From an optimization exercise on the open Yosys and OpenROAD flow, aimed at small area, a short achievable clock period and few clock cycles per item; shortcuts taken in it are not production practice.
The RTL was checked by simulation tests, not by an equivalence proof against the original design.
No driver is modelled on the clock port, so clocking that relies on it looks cheaper here than on a real chip.
Power figures rest on the tool's default switching activity, not on a simulated workload.

## flow/design.v

```verilog
`default_nettype none
package sp_pkg;
	localparam int ELEM_W = 9;
	localparam int LEN    = 6;
	localparam int WIDE_W = 2 * ELEM_W;
	localparam logic [ELEM_W-1:0] MODULUS = 9'd509;
	localparam logic [ELEM_W-1:0] INV_EXP = 9'd507;
	typedef logic [ELEM_W-1:0] elem_t;
	typedef logic [WIDE_W-1:0] wide_t;
	typedef elem_t [LEN-1:0] series_t;
	typedef struct packed {
		logic sort_en;
		logic inv_en;
	} mode_t;
	typedef enum logic [2:0] {
		IDLE,
		LOAD,
		INV,
		SORT,
		SUM,
		OUT
	} ctrl_state_e;
endpackage
`default_nettype wire
`default_nettype none
module inv_rom (
	input  wire logic [7:0] t,
	output logic      [8:0] y
);
	localparam logic [255:0] M0 = 256'h63ac0482aa6d4428402422ba43fd01338ae76743cde43c16302ecf8787b6ef8e;
	localparam logic [255:0] M1 = 256'h3da5f284ae325a2dfd758edb04449cc8efc10238fea0f8489e2370fa73e918e3;
	localparam logic [255:0] M2 = 256'h2ed0f134e4f604aaf816dcc2f6f65f1e2510024f274a452c0ca5e6fa025e6090;
	localparam logic [255:0] M3 = 256'h38ccc90de1a0dd33401373262dd61369980f967b43cc1e8f2db0b1c3f55d2906;
	localparam logic [255:0] M4 = 256'h2aa2c8a7015c6916a3971a3b6cc0c2616e00c9ae71449272c7a7487ea1a46d5a;
	localparam logic [255:0] M5 = 256'h3dad0661d936689470af40959d2ecc63856f1c6d9b496df4d974ba6d2d0e7dfe;
	localparam logic [255:0] M6 = 256'h2e14a5684f09a7a58726b26ca4f7636f01665b0104ca5246d5423c393d28d662;
	localparam logic [255:0] M7 = 256'h30c632dc95d6cd5705300b1181666695d1e2b3c159d6e94e4c175b6666e5c736;
	localparam logic [255:0] M8 = 256'h095a89a1043085588dd829e321355c95245548354d08cbc8354eafa605031b5a;
	assign y[0] = M0[t];
	assign y[1] = M1[t];
	assign y[2] = M2[t];
	assign y[3] = M3[t];
	assign y[4] = M4[t];
	assign y[5] = M5[t];
	assign y[6] = M6[t];
	assign y[7] = M7[t];
	assign y[8] = M8[t];
endmodule
`default_nettype wire
`default_nettype none
module sp_top (
	input  wire logic       clk,
	input  wire logic       rst_n,
	input  wire logic       in_valid,
	input  wire logic [8:0] in_data,
	input  wire logic [1:0] in_mode,
	output logic            out_valid,
	output logic [8:0]      out_data
);
	logic [2:0] cnt;
	logic       inv_en;
	logic       sort_en;
	always_ff @(posedge clk or negedge rst_n) begin
		if (!rst_n) begin
			cnt <= 3'd0;
		end else if (in_valid) begin
			cnt <= (cnt == 3'd5) ? 3'd0 : cnt + 3'd1;
		end
	end
	always_ff @(posedge clk) begin
		if (in_valid && cnt == 3'd0) begin
			inv_en  <= in_mode[0];
			sort_en <= in_mode[1];
		end
	end
	logic       va;
	logic       fold_a;
	logic [7:0] t_a;
	logic [6:0] in_inc;
	assign in_inc = in_data[7:1] + 7'd1;
	always_ff @(posedge clk or negedge rst_n) begin
		if (!rst_n) begin
			va <= 1'b0;
		end else begin
			va <= in_valid;
		end
	end
	always_ff @(posedge clk) begin
		fold_a <= in_data[8];
		t_a    <= in_data[8] ? {in_inc, in_data[0]} : ~in_data[7:0];
	end
	logic [8:0] a_b;
	logic [6:0] t_dec;
	logic [8:0] h;
	logic [7:0] h_inc;
	logic [8:0] inv_x;
	logic       vb;
	logic [8:0] ab;
	logic [8:0] bb;
	assign t_dec = t_a[7:1] - 7'd1;
	assign a_b   = fold_a ? {1'b1, t_dec, t_a[0]} : {1'b0, ~t_a};
	inv_rom u_rom (
		.t (t_a),
		.y (h)
	);
	assign h_inc = h[8:1] + 8'd1;
	assign inv_x = fold_a ? ~{h_inc, h[0]} : h;
	always_ff @(posedge clk or negedge rst_n) begin
		if (!rst_n) begin
			vb <= 1'b0;
		end else begin
			vb <= va;
		end
	end
	always_ff @(posedge clk) begin
		ab    <= a_b;
		bb    <= inv_en ? inv_x : a_b;
	end
	logic [5:0][8:0] list;
	logic [5:0][8:0] s_sr;
	logic [5:0]      moves;
	logic            out_active;
	logic [2:0]      phase;
	logic [8:0]      s_new;
	function automatic logic le9(input logic [8:0] x, input logic [8:0] y);
		logic r;
		r = 1'b1;
		for (int i = 0; i < 9; i++) begin
			r = (~x[i] & y[i]) | (~(x[i] & ~y[i]) & r);
		end
		le9 = r;
	endfunction
	function automatic logic [8:0] add509(input logic [8:0] x, input logic [8:0] y);
		logic [9:0] sum;
		logic [9:0] sum3;
		sum    = {1'b0, x} + {1'b0, y};
		sum3   = {1'b0, x} + {1'b0, y} + 10'd3;
		add509 = sum3[9] ? sum3[8:0] : sum[8:0];
	endfunction
	always_comb begin
		moves[0] = 1'b1;
		for (int p = 1; p < 6; p++) begin
			moves[p] = out_active || !sort_en || (32'(phase) <= 5 - p) || le9(list[p], bb);
		end
	end
	always_ff @(posedge clk) begin
		for (int p = 0; p < 6; p++) begin
			if (out_active || (vb && moves[p])) begin
				if (p < 5) begin
					list[p] <= moves[p+1] ? list[p+1] : bb;
				end else begin
					list[p] <= bb;
				end
			end
		end
	end
	logic [10:0] s_t0;
	logic [11:0] s_t1;
	logic [11:0] s_t2;
	assign s_t0  = {2'b00, ab} + {1'b0, bb, 1'b0};
	assign s_t1  = {3'b000, ab} + {2'b00, bb, 1'b0} - 12'd509;
	assign s_t2  = {3'b000, ab} + {2'b00, bb, 1'b0} - 12'd1018;
	assign s_new = !s_t2[11] ? s_t2[8:0] : (!s_t1[11] ? s_t1[8:0] : s_t0[8:0]);
	always_ff @(posedge clk) begin
		if (vb || out_active) begin
			s_sr <= {s_new, s_sr[5:1]};
		end
	end
	logic       last_ins;
	logic [8:0] e_list;
	logic [8:0] e_new;
	assign last_ins = vb && (phase == 3'd5);
	assign e_list   = add509(s_sr[1], list[1]);
	assign e_new    = add509(s_sr[1], bb);
	always_ff @(posedge clk or negedge rst_n) begin
		if (!rst_n) begin
			out_active <= 1'b0;
			phase      <= 3'd0;
			out_valid  <= 1'b0;
			out_data   <= 9'd0;
		end else begin
			if (vb) begin
				if (phase == 3'd5) begin
					out_active <= 1'b1;
					phase      <= 3'd0;
				end else begin
					phase <= phase + 3'd1;
				end
			end else if (out_active) begin
				if (phase == 3'd4) begin
					out_active <= 1'b0;
					phase      <= 3'd0;
				end else begin
					phase <= phase + 3'd1;
				end
			end
			out_valid <= last_ins || out_active;
			if (last_ins) begin
				out_data <= moves[1] ? e_list : e_new;
			end else if (out_active) begin
				out_data <= e_list;
			end else begin
				out_data <= 9'd0;
			end
		end
	end
endmodule
`default_nettype wire
```

## flow/config.mk

```make
export PLATFORM = sky130hd
export DESIGN_NAME = sp_top
export DESIGN_NICKNAME = sp_top
export VERILOG_FILES = /design/flow/design.v
export SDC_FILE = /design/flow/constraint.sdc
export NUM_CORES = 4
export LEC_CHECK = 0
export CAP_MARGIN = 20
export CORE_MARGIN = 2
export CORE_UTILIZATION = 40
export SLEW_MARGIN = 20
```

## flow/flow/delay.abc

```
strash
dch -f
map -D 1600
buffer -p
upsize -D 1600
dnsize -D 1600
topo
stime -p
```

## flow/constraint.sdc

```tcl
create_clock -name core_clock -period 10.0 [get_ports {clk}]
set_input_delay 2.0000 -clock core_clock [delete_from_list [all_inputs] [get_ports {clk}]]
set_output_delay 2.0000 -clock core_clock [all_outputs]
set_load 0.01 [all_outputs]
```

## flow/flow/run.sh

```bash
#!/bin/bash
# Layout flow: the standard synthesis, its combinational logic re-mapped by ABC
# (registers untouched), then the standard flow from floorplan to finish.
set -euo pipefail
WORK=$(pwd)
R=$WORK/orfs/results/$FLOW_PLATFORM/sp_top/base
ABC_SCRIPT=${ABC_SCRIPT:-delay.abc}
ABC_D=${ABC_D:-2500}
MARGIN=${MARGIN:-7}
bash standard.sh $R/1_2_yosys.v > $WORK/log_synth.txt 2>&1
cp $R/1_2_yosys.v $WORK/std_netlist.v
LIB=$FLOW_HOME/platforms/$FLOW_PLATFORM/lib/sky130_fd_sc_hd__tt_025C_1v80.lib \
  IN_V=$WORK/std_netlist.v OUT_V=$WORK/resyn_netlist.v ABC_SCRIPT=$WORK/flow/$ABC_SCRIPT ABC_D=$ABC_D \
  yosys -c $WORK/flow/resyn.tcl > $WORK/log_resyn.txt 2>&1
cp $WORK/resyn_netlist.v $R/1_2_yosys.v
touch $R/1_2_yosys.v
CTS="-sink_clustering_enable -repair_clock_nets -dont_use_dummy_load -buf_list sky130_fd_sc_hd__clkbuf_8"
bash standard.sh SETUP_SLACK_MARGIN=$MARGIN "CTS_ARGS=$CTS" "BUFFER_PORTS_ARGS=-buffer_cell sky130_fd_sc_hd__buf_2" POST_CTS_TCL=$WORK/flow/skew.tcl finish > $WORK/log_finish.txt 2>&1
```

## flow/flow/skew.tcl

```tcl
# Sourced at the end of CTS (POST_CTS_TCL). Delays the clock of the bb
# registers, which take the inverse table's result, by one small clock buffer
# per leaf clock net, placed at the centre of its registers: the table path into bb is the longest between
# registers, and the paths out of bb have time to spare. No register on an
# input or output path is touched.
set block [ord::get_db_block]
set master [[ord::get_db] findMaster sky130_fd_sc_hd__clkbuf_2]
array set groups {}
foreach inst [$block getInsts] {
  if {[regexp {^bb\\?\[} [$inst getName]]} {
    set net [[$inst findITerm CLK] getNet]
    lappend groups([$net getName]) $inst
  }
}
set k 0
foreach netname [lsort [array names groups]] {
  set net [$block findNet $netname]
  set buf [odb::dbInst_create $block $master "skew_bb_buf_$k"]
  set newnet [odb::dbNet_create $block "skew_bb_clk_$k"]
  $newnet setSigType CLOCK
  [$buf findITerm A] connect $net
  [$buf findITerm X] connect $newnet
  # at the centre of its registers
  set sx 0
  set sy 0
  foreach f $groups($netname) {
    set loc [$f getLocation]
    set sx [expr {$sx + [lindex $loc 0]}]
    set sy [expr {$sy + [lindex $loc 1]}]
  }
  set nf [llength $groups($netname)]
  $buf setLocation [expr {$sx / $nf}] [expr {$sy / $nf}]
  $buf setPlacementStatus PLACED
  foreach f $groups($netname) {
    set it [$f findITerm CLK]
    $it disconnect
    $it connect $newnet
  }
  puts "skew: clkbuf_2 on $netname for [llength $groups($netname)] bb registers"
  incr k
}
global_connect
detailed_placement
check_placement -verbose
estimate_parasitics -placement
report_checks -path_delay max -group_path_count 5 -format end
```

## flow/flow/resyn.tcl

```tcl
# Re-maps the combinational logic of the standard synthesis netlist with ABC.
# Registers stay the instances the standard synthesis made (same names and cells).
# env: IN_V, OUT_V, LIB, ABC_SCRIPT, ABC_D
yosys -import
set lib $::env(LIB)
read_liberty -ignore_miss_func $lib
read_verilog -defer $::env(IN_V)
hierarchy -top $::env(FLOW_TOP)
setattr -mod -set keep_hierarchy 1 sky130_fd_sc_hd__df* sky130_fd_sc_hd__edf* sky130_fd_sc_hd__dl* sky130_fd_sc_hd__sdf*
flatten
opt_clean -purge
tee -o $::env(OUT_V).pre.stat stat
set cf [open $::env(OUT_V).constr w]
puts $cf "set_driving_cell sky130_fd_sc_hd__buf_1"
puts $cf "set_load 5"
close $cf
abc -constr $::env(OUT_V).constr -liberty $lib -dont_use sky130_fd_sc_hd__probe_p_8 -dont_use sky130_fd_sc_hd__probec_p_8 -dont_use sky130_fd_sc_hd__lpflow_* -script $::env(ABC_SCRIPT) -D $::env(ABC_D)
opt_clean -purge
setundef -zero
splitnets
opt_clean -purge
hilomap -singleton -hicell sky130_fd_sc_hd__conb_1 HI -locell sky130_fd_sc_hd__conb_1 LO
insbuf -buf sky130_fd_sc_hd__buf_4 A X
tee -o $::env(OUT_V).stat stat -liberty $lib
select $::env(FLOW_TOP)
write_verilog -noattr -nohex -nodec -selected $::env(OUT_V)
```

## flow/standard.sh

```bash
#!/bin/bash
# synth_recipe.tcl (not shown) runs the flow's synth.tcl, then flattens the netlist and writes it again
# the make line also repeats each setting of config.mk as NAME=value (left out here)
make -C /OpenROAD-flow-scripts/flow DESIGN_CONFIG=/design/flow/config.mk WORK_HOME=/design/flow/orfs CLKGATE_MAP_FILE= SYNTH_SCRIPT=/design/flow/synth_recipe.tcl "${@:-finish}"
```

==> out/qor.csv, run 1 <==
stage;metric;value;unit
placement;IO Port Bufs;23;
grt;initial antenna violation count;0;
final_layout;layout cell share with drive strength beyond 1;20.78;%
critical_path;Worst Path Max Fanout;15;
final_layout;Synth-to-Final Area Change;21.26;%
floorplan;row count;57;
final_layout;number of diodes;0;
final_layout;Final #Nets;1498;
final_layout;Util after Layout;49.53;%
critical_path;slowest library cell on the worst path;dfxtp_1;
floorplan;Die X;161.8;um
timing;setup tns final;0;ns
grt;Total GRT Usage;31.88;%
critical_path;Critical Path, Cell by Cell;buf_6, nor2_2, inv_2, nor2_1, inv_2, nand2_1, o21ai_0, nand4_1, nand3_1, and2_1, a31oi_2, nand3_2, o211ai_1, a31oi_1;
routing;Routed WL per cell;24.04;um
clock_tree;Worst-path clk slew;0.07;ns
grt;largest net degree at the start of global routing;49;
routing;number of vias per cell;6.259;
timing;Final Skew;0.1247;ns
timing;Final Critical Period;3.043;ns
synth;Mapped Cells;1388;
synth;Mapped Area;9962;sq um
floorplan;starting density of the core;40.84;%
synth;Synth warnings;1;
grt;GR Overflow Total;0;
power_and_ir_drop;worst vdd ir;130.0;uV
critical_path;kind of critical path;reg2reg;
timing;Hold Fails Final Rpt;0;
floorplan;Core Area;24390;sq um
floorplan;Die H;161.8;um
timing;fmax;0.3286;GHz
placement;dpl hpwl;31.13;mm
power_and_ir_drop;LEAKAGE;5.044;nW
routing;DRT antenna net count;0;
routing;Pre-Repair DR Iteration Count;6;
synth;syn avg cell area;7.177;sq um
floorplan;die area;26180;sq um
job;MaxCap Viol Count;0;
critical_path;crit start category;flop;
timing;Max-slew headroom;29.54;%
clock_tree;CTS tree;done;
timing;Slew @ Worst Pin;1.053;ns
grt;global-route wire length before repair;62.45;mm
placement;Placer Congestion;1.111;
timing;Finish-stage setup viols;0;
timing;Slew Viols, Final;0;
timing;unrepaired setup endpoints after global routing;yes;
routing;routed via count;11300;
floorplan;# IOs;24;
hold_path;HP Class;reg2reg;
power_and_ir_drop;power density cells;276.2;nW/um^2
critical_path;CP endpoint kind;flop;
clock_tree;CTS sink cnt;138;
grt;vias in the first global route;10060;
critical_path;most frequent CP cell;inv_2;
outcome;outcome;complete, no violations;
critical_path;CP Data Arrival Time;3.43;ns
timing;Final Cycle Share;30.43;%
routing;DRC violations left;0;
routing;Routed WL;43.42;mm
critical_path;CP max stage delay;0.34;ns
clock_tree;Worst-Skew Late Latency;0.53;ns
synth;Net Count, Synth;1402;
critical_path;worst endpoint required time;10.39;ns
routing;DRT iter0 DRCs;1712;
==> metrics by stage <==
stage	cells	hold slack (ns)	instance area [sq um]	total power [W]	setup WS, ns
3_5_place_dp	1706	0.3410	10410	0.002679	6.201
2_1_floorplan	1388	0.3312	9962	0.002212	7.206
6_report	1806	0.3570	12080	0.003337	6.957
5_1_grt	1806	0.3662	12080	0.003578	6.932
3_3_place_gp	1706	0.3401	10410	0.002674	5.995
==> worst paths after layout <==
check,depth (start not counted),start,end,slack (ns)
max,14,t_a[0],bb[6],6.96
min,0,va,vb,0.36
max reg2reg,14,t_a[0],bb[6],6.96
min reg2reg,0,va,vb,0.36
max in group asynchronous,1,rst_n,out_valid,8.18
min in group asynchronous,1,rst_n,va,1.51
==> layout by cell type (no fill, tap or decap), types with 11 or more instances in the layout <==
cell	instances
a21oi_1	89
a31oi_1	17
buf_12	12
buf_2	23
buf_4	78
clkbuf_8	17
dfrtp_1	19
dfxtp_1	17
edfxtp_1	92
inv_1	140
inv_2	15
nand2_1	208
nand2_2	15
nand3_1	71
nand4_1	22
nor2_1	199
nor2_2	30
nor2_4	24
nor3_1	18
o211ai_1	19
o21ai_0	111
o21ai_1	12
o221ai_1	11
o22ai_1	23
xor2_1	23
==> final cells by class, without the clock buffers <==
class	instances	area (sq um)
Inverter	165	653.1
Multi-Input combinational cell	1038	5927
Tap cell	324	405.4
Sequential cell	138	3806
Buffer	5	25.02
Fill cell	2494	12310
Timing Repair Buffer	119	1030
==> sequential cells by signal, summed over array words and instances, names as in the netlist, 3 cells and up <==
register  cells
bb            9
t_a           8
out_data      9
s_sr         45
cnt           3
list         45
phase         3
ab            9
==> routing by layer <==
layer,vias to the layer above,global-route usage (%),routed length (um)
li1,5054,-,-
met1,5307,46.29,18440
met2,784,43.08,16960
met3,158,12.84,6445
met4,0,9.372,1579
met5,-,0,0
==> power breakdown <==
group | internal [W] | switching, W | leakage [nW]
combinational | 0.000632 | 0.00124 | 3.52
sequential | 0.000942 | 0.000170 | 1.38
clock | 0.000163 | 0.000191 | 0.143
==> worst max-delay path: cells and delay by family (launching register included) <==
kind	cells	cell delay, ns
compound gates	4	0.69
buf+inv	3	0.61
simple gates	7	1.34
flops	1	0.34
Testbench counts, summed over its fixed seeds: cycles 2,504, jobs 192.
==> inputs of run 2 (changes only) <==
==> flow/flow/delay.abc (replaced) <==
strash
dch -f
map -D 1400
buffer -p
upsize -D 1400
dnsize -D 1400
topo
stime -p
==> run 2 against run 1 <==
Effect of this change:
- largest cell class unchanged
- still clean
- largest power group unchanged
- critical path type is now reg2out
- via count shrank 2.0%
- power shrank 4.1%
- worst hold slack gained 0.011 ns
- first-iteration DRC count shrank 18%
- register-to-register slack gained 0.13 ns
- highest routed layer unchanged
- clock power grew 2%
- setup slack gained 0.12 ns
- sequential power is essentially flat
- final area shrank 8.3%
- utilization shrank 4.3 points
- final cell count shrank 3.3%
==> out/qor.csv, run 2 <==
stage;metric;value;unit;change
outcome;outcome;complete, no violations;;
routing;Routed WL per cell;24.39;um;+1.4%
final_layout;Final #Nets;1439;;-3.9%
critical_path;Top delay family on crit path;flip-flops;;
grt;initial antenna violation count;0;;unchanged
floorplan;Core Area;24460;sq um;+0.29%
floorplan;starting density of the core;41.00;%;+0.16 points
synth;Mapped Cells;1403;;+1.1%
final_layout;commonest cells after routing, fill and taps aside;nand2_1, nor2_1, inv_1, o21ai_0, nand3_1;;
grt;global-route wire length before repair;63.19;mm;+1.2%
routing;Routed WL;42.61;mm;-1.9%
routing;DR WL met2;18.82;mm;+11%
timing;Hold Fails Final Rpt;0;;unchanged
final_layout;top flop regs;list: 45 flops, s_sr: 45 flops;;
routing;DRC violations left;0;;unchanged
placement;Placer Congestion;1.101;;-0.92%
grt;Total GRT Usage;32.32;%;+0.44 points
critical_path;number of buffers and inverters on the critical path;1;;-2
routing;Pre-Repair DR Iteration Count;9;;+3
routing;routed via count;11080;;-2.0%
placement;dpl hpwl;31.68;mm;+1.8%
synth;Synth warnings;1;;unchanged
final_layout;Synth-to-Final Area Change;10.42;%;
critical_path;CP endpoint kind;primary output;;
critical_path;CP max stage delay;0.36;ns;+0.02 ns
timing;Final Skew;0.1829;ns;+0.05814 ns
placement;IO Port Bufs;23;;unchanged
floorplan;Die X;162.3;um;+0.33%
critical_path;Worst Path Max Fanout;1;;-14
floorplan;# IOs;24;;unchanged
floorplan;row count;57;;unchanged
final_layout;commonest non-fill, non-tap cell in the layout;nand2_1;;
critical_path;kind of critical path;reg2out;;
timing;Final Cycle Share;29.25;%;-1.2 points
timing;Max-slew headroom;32.72;%;+3.2 points
critical_path;Critical Path, Cell by Cell;buf_2;;
critical_path;crit start category;flop;;
power_and_ir_drop;LEAKAGE;4.694;nW;-6.9%
grt;vias in the first global route;10300;;+2.4%
power_and_ir_drop;worst vdd ir;121.9;uV;-6.2%
hold_path;HP Class;reg2reg;;
timing;setup tns final;0;ns;unchanged
timing;fmax;0.3418;GHz;+4.0%
synth;syn avg cell area;7.149;sq um;-0.40%
timing;Finish-stage setup viols;0;;unchanged
critical_path;worst endpoint required time;8.00;ns;-2.39 ns
placement;Setup WS pre-CTS;6.582;ns;+0.3809 ns
synth;Net Count, Synth;1417;;+1.1%
grt;largest net degree at the start of global routing;49;;unchanged
floorplan;die area;26360;sq um;+0.66%
floorplan;Die H;162.3;um;+0.33%
timing;Slew Viols, Final;0;;unchanged
clock_tree;Worst-Skew Late Latency;0.59;ns;+0.06 ns
clock_tree;CTS sink cnt;138;;unchanged
grt;GR Overflow Total;0;;unchanged
routing;number of vias per cell;6.341;;+1.3%
final_layout;Fill cells;2502;;+0.32%
final_layout;number of diodes;0;;unchanged
timing;Final Critical Period;2.925;ns;-0.1179 ns
power_and_ir_drop;power density cells;288.9;nW/um^2;+4.6%
final_layout;layout cell share with drive strength beyond 1;11.60;%;-9.2 points
timing;unrepaired setup endpoints after global routing;yes;;
routing;DRT antenna net count;0;;unchanged
routing;highest routed metal layer;met4;;
clock_tree;Worst-path clk slew;0.10;ns;+0.03 ns
timing;Setup WS post-layout;7.075;ns;+0.1179 ns
synth;Mapped Area;10030;sq um;+0.68%
timing;Min Hold Slack;0.3685;ns;+0.01149 ns
routing;met3 WL;4.335;mm;-33%
routing;DRT met1 WL;16.75;mm;-9.2%
timing;Slew @ Worst Pin;1.009;ns;-0.04379 ns
job;MaxCap Viol Count;0;;unchanged
clock_tree;CTS tree;done;;
critical_path;CP Data Arrival Time;0.93;ns;-2.50 ns
routing;DRT iter0 DRCs;1402;;-18%
critical_path;slowest library cell on the worst path;dfrtp_1;;
[run 2: metrics by stage]
stage	utilization, %	power [W]	area, sq um	std cells
after global placement	42.58	0.002725	10420	1713
after detailed placement	42.58	0.002724	10420	1713
final	45.27	0.003199	11070	1747
after global routing	45.27	0.003436	11070	1747
after floorplan	-	0.002246	10030	1403
[run 2: final timing paths]
check,from,cells past startpoint,slack (ns),end
worst min register to register,va,0,0.37,vb
min in group asynchronous,rst_n,1,1.48,va
max in group asynchronous,rst_n,1,8.15,out_valid
worst max-delay path,out_data[0],1,7.07,out_data[0]
worst max register to register,t_a[7],10,7.09,bb[7]
worst min-delay path,va,0,0.37,vb
[run 2: where the power goes]
group / switching (W) / total (W) / internal, W / leakage [nW]
clock: 0.000201 / 0.000361 / 0.000160 / 0.139
combinational: 0.00117 / 0.00172 / 0.000546 / 3.17
sequential: 0.000176 / 0.00112 / 0.000941 / 1.38
total: 0.00155 / 0.00320 / 0.00165 / 4.69
[run 2: layout make-up, without the clock buffers]
type | count | area (sq um) | area share [%]
flip-flops and latches | 138 | 3799 | 34.30
well taps | 324 | 405.4 | 3.661
repair buffers | 53 | 395.4 | 3.570
plain buffers | 4 | 20.02 | 0.1808
inverters | 141 | 545.5 | 4.926
multi-input cells | 1070 | 5675 | 51.25
[run 2: per-layer routing]
layer	vias to the layer above	track usage (%)
met4	0	17.50
met5	-	0
met2	742	51.68
met3	199	7.690
li1	5001	-
met1	5136	40.46
==> inputs of run 3 (changes only) <==
--- a/flow/flow/run.sh
+++ b/flow/flow/run.sh
@@ -14,5 +14,5 @@
   yosys -c $WORK/flow/resyn.tcl > $WORK/log_resyn.txt 2>&1
 cp $WORK/resyn_netlist.v $R/1_2_yosys.v
 touch $R/1_2_yosys.v
-CTS="-sink_clustering_enable -repair_clock_nets -dont_use_dummy_load -buf_list sky130_fd_sc_hd__clkbuf_8"
+CTS="-sink_clustering_enable -sink_clustering_size 24 -sink_clustering_max_diameter 60 -repair_clock_nets -dont_use_dummy_load -buf_list sky130_fd_sc_hd__clkbuf_8"
 bash standard.sh SETUP_SLACK_MARGIN=$MARGIN "CTS_ARGS=$CTS" "BUFFER_PORTS_ARGS=-buffer_cell sky130_fd_sc_hd__buf_2" POST_CTS_TCL=$WORK/flow/skew.tcl finish > $WORK/log_finish.txt 2>&1
==> run 3 against run 2 <==
Effect of this change:
- global-route usage did not move
- combinational power hardly changed
- synthesized cell count did not move
- clock power hardly changed
- sequential share of layout area unchanged
- final area unchanged
- area after synthesis unchanged
- critical path type unchanged
- critical endpoint unchanged
==> out/qor.csv, run 3 <==
stage;metric;value;unit;change
floorplan;row count;57;;unchanged
grt;largest net degree at the start of global routing;49;;unchanged
synth;Synth warnings;1;;unchanged
critical_path;Worst Path Max Fanout;1;;unchanged
critical_path;Critical Path, Cell by Cell;buf_2;;
timing;Hold Fails Final Rpt;0;;unchanged
synth;Net Count, Synth;1417;;unchanged
critical_path;slowest library cell on the worst path;dfrtp_1;;
power_and_ir_drop;power density cells;288.9;nW/um^2;unchanged
floorplan;Die H;162.3;um;unchanged
timing;Finish-stage setup viols;0;;unchanged
routing;Pre-Repair DR Iteration Count;9;;unchanged
critical_path;CP Data Arrival Time;0.93;ns;about the same
final_layout;Synth-to-Final Area Change;10.42;%;unchanged
power_and_ir_drop;internal cell power;0.001648;W;unchanged
grt;initial antenna violation count;0;;unchanged
power_and_ir_drop;sequential share of power;34.9;%;about the same
floorplan;die area;26360;sq um;unchanged
placement;dpl hpwl;31.68;mm;unchanged
critical_path;Top delay family on crit path;flip-flops;;
final_layout;Finished Layout Cells;1747;;unchanged
final_layout;layout cell share with drive strength beyond 1;11.60;%;unchanged
timing;unrepaired setup endpoints after global routing;yes;;
placement;Placer Congestion;1.101;;unchanged
power_and_ir_drop;combinational share of power;53.8;%;about the same
placement;dpl cell area;10420;sq um;unchanged
power_and_ir_drop;worst vdd ir;121.9;uV;unchanged
timing;Final Cycle Share;29.25;%;unchanged
timing;setup tns final;0;ns;unchanged
final_layout;sequential standard cell area;3799;sq um;unchanged
power_and_ir_drop;Sw Share;48.48;%;unchanged
critical_path;CP max stage delay;0.36;ns;about the same
synth;Mapped Area;10030;sq um;unchanged
clock_tree;Worst-path clk slew;0.10;ns;about the same
placement;number of cells after detailed placement;1713;;unchanged
critical_path;CP endpoint kind;primary output;;
routing;Routed WL per cell;24.39;um;unchanged
final_layout;Multi-input gate area;5675;sq um;unchanged
routing;DRC violations left;0;;unchanged
placement;IO Port Bufs;23;;unchanged
timing;Setup WS post-layout;7.075;ns;unchanged
clock_tree;CTS tree;done;;
synth;syn avg cell area;7.149;sq um;unchanged
floorplan;Die X;162.3;um;unchanged
timing;Final Skew;0.1829;ns;unchanged
final_layout;commonest non-fill, non-tap cell in the layout;nand2_1;;
hold_path;HP Class;reg2reg;;
routing;number of vias per cell;6.341;;unchanged
final_layout;commonest cells after routing, fill and taps aside;nand2_1, nor2_1, inv_1, o21ai_0, nand3_1;;
critical_path;crit start category;flop;;
grt;GR Overflow Total;0;;unchanged
floorplan;starting density of the core;41.00;%;unchanged
final_layout;Fill cells;2502;;unchanged
power_and_ir_drop;Clk pwr share;11.3;%;about the same
timing;Slew Viols, Final;0;;unchanged
timing;fmax;0.3418;GHz;unchanged
critical_path;number of buffers and inverters on the critical path;1;;unchanged
power_and_ir_drop;NetSw;0.001551;W;unchanged
critical_path;kind of critical path;reg2out;;
placement;Setup WS pre-CTS;6.582;ns;unchanged
timing;Max-slew headroom;32.72;%;unchanged
final_layout;Final #Nets;1439;;unchanged
synth;Mapped Cells;1403;;unchanged
critical_path;worst endpoint required time;8.00;ns;about the same
timing;Slew @ Worst Pin;1.009;ns;unchanged
floorplan;# IOs;24;;unchanged
clock_tree;CTS sink cnt;138;;unchanged
power_and_ir_drop;LEAKAGE;4.694;nW;unchanged
grt;Total GRT Usage;32.32;%;unchanged
final_layout;number of diodes;0;;unchanged
job;MaxCap Viol Count;0;;unchanged
timing;Final Critical Period;2.925;ns;unchanged
grt;vias in the first global route;10300;;unchanged
routing;routed via count;11080;;unchanged
grt;global-route wire length before repair;63.19;mm;unchanged
routing;DRT iter0 DRCs;1402;;unchanged
clock_tree;Worst-Skew Late Latency;0.59;ns;about the same
floorplan;Core Area;24460;sq um;unchanged
outcome;outcome;complete, no violations;;
routing;DRT antenna net count;0;;unchanged
final_layout;cell area after layout;11070;sq um;unchanged
routing;Routed WL;42.61;mm;unchanged
final_layout;top flop regs;list: 45 flops, s_sr: 45 flops;;
[run 3: cell counts in the layout (fill, tap and decap cells not counted)]
No cell type changed its count.
[run 3: area by class of cell, without the clock buffers]
| class | instances | share of cell area (%) |
|---|---|---|
| multi-input cells | 1070 | 51.25 |
| flip-flops and latches | 138 | 34.30 |
| plain buffers | 4 | 0.1808 |
| inverters | 141 | 4.926 |
| well taps | 324 | 3.661 |
| repair buffers | 53 | 3.570 |
[run 3: worst paths after layout]
| check | start | to | slack (ns) | cells past startpoint |
|---|---|---|---|---|
| setup / recovery | out_data[0] | out_data[0] | 7.07 | 1 |
| hold / removal | va | vb | 0.37 | 0 |
| setup reg to reg | t_a[7] | bb[7] | 7.09 | 10 |
| hold reg to reg | va | vb | 0.37 | 0 |
| max in group asynchronous | rst_n | out_valid | 8.15 | 1 |
| min in group asynchronous | rst_n | va | 1.48 | 1 |
[run 3: routing by layer]
layer,GRT usage (%),vias up,share of wire (%)
met5,0,-,0
met4,17.50,0,6.3
met3,7.690,199,10
met2,51.68,742,44
met1,40.46,5136,39
li1,-,5001,-
[run 3: power by group through the flow]
stage	clock [W]	sequential, W	combinational [W]
detailed placement	0	0.00112	0.00160
global route	0.000393	0.00114	0.00190
floorplan	0	0.00105	0.00120
global placement	0	0.00111	0.00161
finish	0.000361	0.00112	0.00172
[run 3: through the flow]
step           hold slack (ns)  utilization, %  total power (W)
2_1_floorplan           0.3312               -         0.002246
3_3_place_gp            0.3440           42.58         0.002725
3_5_place_dp            0.3433           42.58         0.002724
5_1_grt                 0.3783           45.27         0.003436
6_report                0.3685           45.27         0.003199
==> inputs of run 4 (changes only) <==
--- a/flow/flow/run.sh
+++ b/flow/flow/run.sh
@@ -14,5 +14,5 @@
   yosys -c $WORK/flow/resyn.tcl > $WORK/log_resyn.txt 2>&1
 cp $WORK/resyn_netlist.v $R/1_2_yosys.v
 touch $R/1_2_yosys.v
-CTS="-sink_clustering_enable -sink_clustering_size 24 -sink_clustering_max_diameter 60 -repair_clock_nets -dont_use_dummy_load -buf_list sky130_fd_sc_hd__clkbuf_8"
+CTS="-sink_clustering_enable -repair_clock_nets -dont_use_dummy_load -buf_list sky130_fd_sc_hd__clkbuf_8"
 bash standard.sh SETUP_SLACK_MARGIN=$MARGIN "CTS_ARGS=$CTS" "BUFFER_PORTS_ARGS=-buffer_cell sky130_fd_sc_hd__buf_2" POST_CTS_TCL=$WORK/flow/skew.tcl finish > $WORK/log_finish.txt 2>&1
--- a/flow/flow/skew.tcl
+++ b/flow/flow/skew.tcl
@@ -4,7 +4,8 @@
 # registers, and the paths out of bb have time to spare. No register on an
 # input or output path is touched.
 set block [ord::get_db_block]
-set master [[ord::get_db] findMaster sky130_fd_sc_hd__clkbuf_2]
+set small [[ord::get_db] findMaster sky130_fd_sc_hd__clkbuf_2]
+set large [[ord::get_db] findMaster sky130_fd_sc_hd__clkbuf_4]
 array set groups {}
 foreach inst [$block getInsts] {
   if {[regexp {^bb\\?\[} [$inst getName]]} {
@@ -15,6 +16,12 @@
 set k 0
 foreach netname [lsort [array names groups]] {
   set net [$block findNet $netname]
+  # a stronger buffer where it drives more registers, to keep the slew low
+  if {[llength $groups($netname)] > 3} {
+    set master $large
+  } else {
+    set master $small
+  }
   set buf [odb::dbInst_create $block $master "skew_bb_buf_$k"]
   set newnet [odb::dbNet_create $block "skew_bb_clk_$k"]
   $newnet setSigType CLOCK
@@ -36,7 +43,7 @@
     $it disconnect
     $it connect $newnet
   }
-  puts "skew: clkbuf_2 on $netname for [llength $groups($netname)] bb registers"
+  puts "skew: [$master getName] on $netname for [llength $groups($netname)] bb registers"
   incr k
 }
 global_connect
==> run 4 against run 3 <==
Effect of this change:
- die area unchanged
- combinational power about the same
- via count about the same
- global-route usage about the same
- area after synthesis unchanged
- synthesized cell count unchanged
- first-iteration DRC count down 0.86%
- critical endpoint is now bb[7]
==> out/qor.csv, run 4 <==
stage;metric;value;unit;change
clock_tree;CTS sink cnt;138;;unchanged
final_layout;number of diodes;0;;unchanged
routing;met3 WL;4.582;mm;+5.7%
timing;Setup WS post-layout;6.988;ns;-0.08616 ns
clock_tree;CTS tree;done;;
routing;DR WL met2;18.78;mm;-0.25%
synth;Mapped Area;10030;sq um;unchanged
floorplan;row count;57;;unchanged
routing;Routed WL per cell;24.54;um;+0.60%
final_layout;cell area after layout;11070;sq um;unchanged
final_layout;Final #Nets;1439;;unchanged
synth;Mapped Cells;1403;;unchanged
floorplan;Die H;162.3;um;unchanged
timing;Max-slew headroom;31.62;%;-1.1 points
job;MaxCap Viol Count;0;;unchanged
final_layout;layout cell share with drive strength beyond 1;11.60;%;unchanged
hold_path;hold path depth;0;;unchanged
synth;Net Count, Synth;1417;;unchanged
hold_path;Hold Path Sink;vb;;
placement;dpl cell area;10420;sq um;unchanged
grt;initial antenna violation count;0;;unchanged
timing;Final Critical Period;3.012;ns;+0.08616 ns
clock_tree;Worst-path clk slew;0.10;ns;about the same
timing;Min Hold Slack;0.3686;ns;+0.00005000 ns
routing;routed via count;11080;;+0.036%
floorplan;# IOs;24;;unchanged
critical_path;reg2reg start;t_a[7];;
timing;Final Cycle Share;30.12;%;+0.86 points
outcome;outcome;complete, no violations;;
critical_path;CP Data Arrival Time;3.47;ns;+2.54 ns
routing;DRT antenna net count;0;;unchanged
placement;dpl hpwl;31.68;mm;unchanged
placement;IO Port Bufs;23;;unchanged
placement;Placer Congestion;1.101;;unchanged
placement;Setup WS pre-CTS;6.582;ns;unchanged
grt;vias in the first global route;10300;;-0.019%
timing;fmax;0.3321;GHz;-2.9%
critical_path;kind of critical path;reg2reg;;
timing;Slew Viols, Final;0;;unchanged
routing;Pre-Repair DR Iteration Count;6;;-3
final_layout;top flop regs;list: 45 flops, s_sr: 45 flops;;
timing;setup tns final;0;ns;unchanged
hold_path;hold path start;va;;
critical_path;Worst Path Max Fanout;10;;+9
floorplan;Die X;162.3;um;unchanged
timing;Hold Fails Final Rpt;0;;unchanged
critical_path;worst endpoint required time;10.46;ns;+2.46 ns
routing;DRC violations left;0;;unchanged
power_and_ir_drop;LEAKAGE;4.694;nW;about the same
critical_path;CP endpoint kind;flop;;
critical_path;crit start category;flop;;
routing;DRT iter0 DRCs;1390;;-0.86%
synth;Synth warnings;1;;unchanged
grt;global-route wire length before repair;63.14;mm;about the same
critical_path;reg2reg end;bb[7];;
routing;number of vias per cell;6.343;;about the same
final_layout;commonest cells after routing, fill and taps aside;nand2_1, nor2_1, inv_1, o21ai_0, nand3_1;;
power_and_ir_drop;worst vdd ir;121.9;uV;about the same
floorplan;Core Area;24460;sq um;unchanged
grt;GR Overflow Total;0;;unchanged
power_and_ir_drop;power density cells;289.3;nW/um^2;+0.15%
grt;largest net degree at the start of global routing;49;;unchanged
critical_path;FF-to-FF setup slack;6.99;ns;-0.10 ns
timing;Finish-stage setup viols;0;;unchanged
timing;Slew @ Worst Pin;1.026;ns;+0.01646 ns
grt;Total GRT Usage;32.31;%;about the same
routing;Routed WL;42.86;mm;+0.60%
final_layout;Synth-to-Final Area Change;10.42;%;unchanged
floorplan;starting density of the core;41.00;%;unchanged
critical_path;Reg2Reg Depth;10;;unchanged
routing;highest routed metal layer;met4;;
synth;syn avg cell area;7.149;sq um;unchanged
timing;unrepaired setup endpoints after global routing;yes;;
final_layout;commonest non-fill, non-tap cell in the layout;nand2_1;;
clock_tree;Worst-Skew Late Latency;0.58;ns;about the same
floorplan;die area;26360;sq um;unchanged
routing;DRT met1 WL;16.75;mm;about the same
hold_path;HP Class;reg2reg;;
timing;Final Skew;0.1743;ns;-0.008558 ns
-- run 4: worst max-delay path by stage --
stage / slack, ns / from / depth (start not counted) / endpoint
floorplan: 7.21 / in_data[2] / 6 / t_a[7]
global placement: 6.43 / t_a[2] / 12 / bb[7]
detailed placement: 6.58 / t_a[2] / 12 / bb[7]
global route: 6.97 / t_a[7] / 10 / bb[7]
finish: 6.99 / t_a[7] / 10 / bb[7]
-- run 4: cell type report, without the clock buffers --
cell class / instances / area (sq um)
Fill cell: 2499 / 13390
Multi-Input combinational cell: 1070 / 5670
Sequential cell: 138 / 3799
Inverter: 141 / 548.0
Tap cell: 324 / 405.4
Timing Repair Buffer: 53 / 395.4
Buffer: 4 / 22.52
-- run 4: routing by layer --
layer | GRT usage, % | vias to the layer above
li1 | - | 5004
met1 | 40.48 | 5145
met2 | 51.70 | 728
met3 | 7.614 | 205
met4 | 17.50 | 0
met5 | 0 | -
-- run 4: worst max-delay path: stages (launching register included) --
cell	delay [ns]
dfxtp_1	0.60
clkinv_1	0.52
nor2_1	0.35
inv_1	0.15
a311oi_1	0.43
nand3_1	0.12
o221a_2	0.36
nand4_1	0.16
nand2_1	0.09
o2111ai_1	0.12
nand3_1	0.12
-- run 4: stage by stage --
step	std cells	total power, W	util (%)
2_1_floorplan	1403	0.002246	-
6_report	1747	0.003204	45.27
3_3_place_gp	1713	0.002725	42.58
3_5_place_dp	1713	0.002724	42.58
5_1_grt	1747	0.003438	45.27
-- run 4: report_power, final --
| part | total [W] | leakage (nW) | switching [W] | internal, W |
|---|---|---|---|---|
| combinational | 0.00172 | 3.17 | 0.00118 | 0.000546 |
| clock | 0.000364 | 0.139 | 0.000202 | 0.000162 |
| sequential | 0.00112 | 1.38 | 0.000176 | 0.000941 |
| total | 0.00320 | 4.69 | 0.00155 | 0.00165 |

==> afterwards: timing with drivers on the ports <==
How much do the figures lean on ideal ports? The routed layouts below were timed once more, with nothing changed but the port constraints.
Step 1 assumes that a clkbuf_16 drives the clock port and a buf_2 every other input.
Step 2 moves the port delays by t, midway between the first and last clock arrival at a register: inputs arrive t later, outputs are due t later. That takes back most of the time a late clock gives input paths.
Three values: no drivers, after step 1, after step 2; two values: the first two.
| run | shift t [ns] | slack for setup (ns) | clock arrival spread, ns | slew at the worst register clock pin (ns) |
|---|---|---|---|---|
| run 1 | 0.510 | 6.957 / 6.957 / 6.923 | 0.125 / 0.124 | 0.10 / 0.10 |
| run 2 | 0.544 | 7.075 / 7.026 / 6.861 | 0.183 / 0.183 | 0.12 / 0.12 |
| run 3 | 0.544 | 7.075 / 7.026 / 6.861 | 0.183 / 0.183 | 0.12 / 0.12 |
| run 4 | 0.543 | 6.988 / 6.988 / 6.866 | 0.174 / 0.174 | 0.10 / 0.10 |
After both steps every run listed still meets setup and hold.
